This design comes from an exercise in tuning for a short achievable clock period on the open sky130 flow, not from production work.
Where RTL was checked, it was by simulation tests only, not by an equivalence proof against the original.
Power figures rest on the tool's default switching activity, not on a simulated workload.

## run 5
Design noise_top, start of the top module:
module noise_top (
	input logic clk,
	input logic reset,
	input logic reg_wr_en,
	input video_pkg::reg_addr_t reg_addr,
	input video_pkg::dim_t reg_wdata,
	input video_pkg::reg_addr_t reg_rd_addr,
	output video_pkg::dim_t reg_rdata,
	input video_pkg::pixel_t s_axis_tdata,
	input logic s_axis_tvalid,
	input logic s_axis_tuser,
	output logic s_axis_tready,
	output noise_pkg::variance_t estimated_noise,
	output logic estimated_noise_ready
);
export LEC_CHECK = 0
export CAP_MARGIN = 20
export CORE_MARGIN = 2
export CORE_UTILIZATION = 40
export SETUP_SLACK_MARGIN = 3.8
export SLEW_MARGIN = 20
export TNS_END_PERCENT = 100
create_clock -name core_clock -period 7.0 [get_ports {clk}]
run.sh (not shown) runs the stock make flow with config.mk's settings and CLKGATE_MAP_FILE= SYNTH_SCRIPT=/design/flow/synth_recipe.tcl, a recipe that flattens the netlist after the stock synthesis.
The following lists how run 3 was set up differently from run 5:
--- a/flow/design.v
+++ b/flow/design.v
@@ -38,25 +38,33 @@
 	input video_pkg::reg_addr_t reg_addr,
 	input video_pkg::dim_t reg_wdata,
 	input video_pkg::reg_addr_t reg_rd_addr,
 	output video_pkg::dim_t reg_rdata,
 	output video_pkg::block_count_t blocks
 );
 	video_pkg::dim_t width_reg;
 	video_pkg::dim_t height_reg;
+	video_pkg::dim_t diff_reg;
 	logic [31:0] area_reg;
 	always_ff @(posedge clk) begin
 		if (reset) begin
 			width_reg <= '0;
 			height_reg <= '0;
+			diff_reg <= '0;
 		end else if (reg_wr_en) begin
 			case (reg_addr)
-				video_pkg::reg_addr_width: width_reg <= reg_wdata;
-				video_pkg::reg_addr_height: height_reg <= reg_wdata;
+				video_pkg::reg_addr_width: begin
+					width_reg <= reg_wdata;
+					diff_reg <= reg_wdata ^ height_reg;
+				end
+				video_pkg::reg_addr_height: begin
+					height_reg <= reg_wdata;
+					diff_reg <= width_reg ^ reg_wdata;
+				end
 				default: width_reg <= width_reg;
 			endcase
 		end
 	end
 	logic [31:0] area_row0, area_row1, area_row2, area_row3, area_row4, area_row5;
 	logic [31:0] area_sum, area_carry;
 	logic m_1;
 	logic m_2;
@@ -1015,17 +1023,17 @@
 	assign n_253 = n_188 ^ n_189 ^ n_125;
 	assign n_254 = (n_188 & n_189) | (n_188 & n_125) | (n_189 & n_125);
 	always_ff @(posedge clk) begin
 		area_sum <= {n_252, n_250, n_248, n_246, n_244, n_242, n_240, n_238, n_236, n_234, n_232, n_230, n_228, n_226, n_224, n_222, n_220, n_218, n_216, n_214, n_212, n_210, n_208, n_206, n_204, n_202, n_200, n_198, n_196, n_194, n_192, n_191};
 		area_carry <= {n_253, n_251, n_249, n_247, n_245, n_243, n_241, n_239, n_237, n_235, n_233, n_231, n_229, n_227, n_225, n_223, n_221, n_219, n_217, n_215, n_213, n_211, n_209, n_207, n_205, n_203, n_201, n_199, n_197, n_195, n_193, area_row5[0]};
 		area_reg <= area_sum + area_carry;
 	end
 	assign blocks = video_pkg::block_count_t'(area_reg >> video_pkg::block_shift);
-	assign reg_rdata = (reg_rd_addr == video_pkg::reg_addr_width) ? width_reg : height_reg;
+	assign reg_rdata = width_reg ^ (diff_reg & {16{reg_rd_addr == video_pkg::reg_addr_height}});
 endmodule
 `timescale 1ns/1ns
 module pixel_ingest (
 	input logic clk,
 	input logic reset,
 	input video_pkg::pixel_t s_axis_tdata,
 	input logic s_axis_tvalid,
 	input logic s_axis_tuser,
- Wire length on met2 went up by a few percent going from run 5 to run 3.
- Relative to run 5, run 3 degrades via count.
- In run 3, worst-case setup margin in the final layout is lower than in run 5.
- Run 3 gives less combinational power than run 5 did.
- Starting density of the core of run 5 is on par with run 3.
- Relative to run 5, run 3 degrades synthesized area.
- Max register share of the cell area across run 3 and run 5: run 5
- When run 3 is set beside run 5, its power in the clock group turns out to be about 3% larger.
- In the tables for run 3 and run 5, number of cells on the critical path reads higher with run 3.
- Run 5 has lower mux contribution to synthesized area than run 3.
- Between run 3 and run 5, total number of sequential cells is higher for run 3, run 5 comes in under that.
- Post-route total power, run 3 and run 5: larger value in run 5
- The final cell count of run 3 is higher than that of run 5.
- Run 3 ends up with a final period utilization that is 0.44 points higher than in run 5.
For run 3, only the layout was checked, not whether the RTL still works.

-- afterwards: timing with drivers on the ports --
Ports are ideal in the flow. The routed layouts listed here were re-timed in OpenROAD.
Step 1 sets driving cells, clkbuf_16 on the clock port and buf_2 on the other inputs (assumed; they add their load-dependent delay and slew).
Step 2 moves the port delays by t, midway between the first and last clock arrival at a register: inputs arrive t later, outputs are due t later. That takes back most of the time a late clock gives input paths.
Three values: no drivers, after step 1, after step 2; two values: the first two.
run | t (ns) | setup WS [ns] | pins driven straight from the clock port
run 5 | 0.669 | 3.630 / 3.410 / 3.277 | 1
run 3 | 0.671 | 3.600 / 3.503 / 3.101 | 1
After both steps setup and hold are still met in every run listed. The setup slack of run 3, which loses most, moves by -0.097 ns with the drivers and by -0.499 ns with both steps.
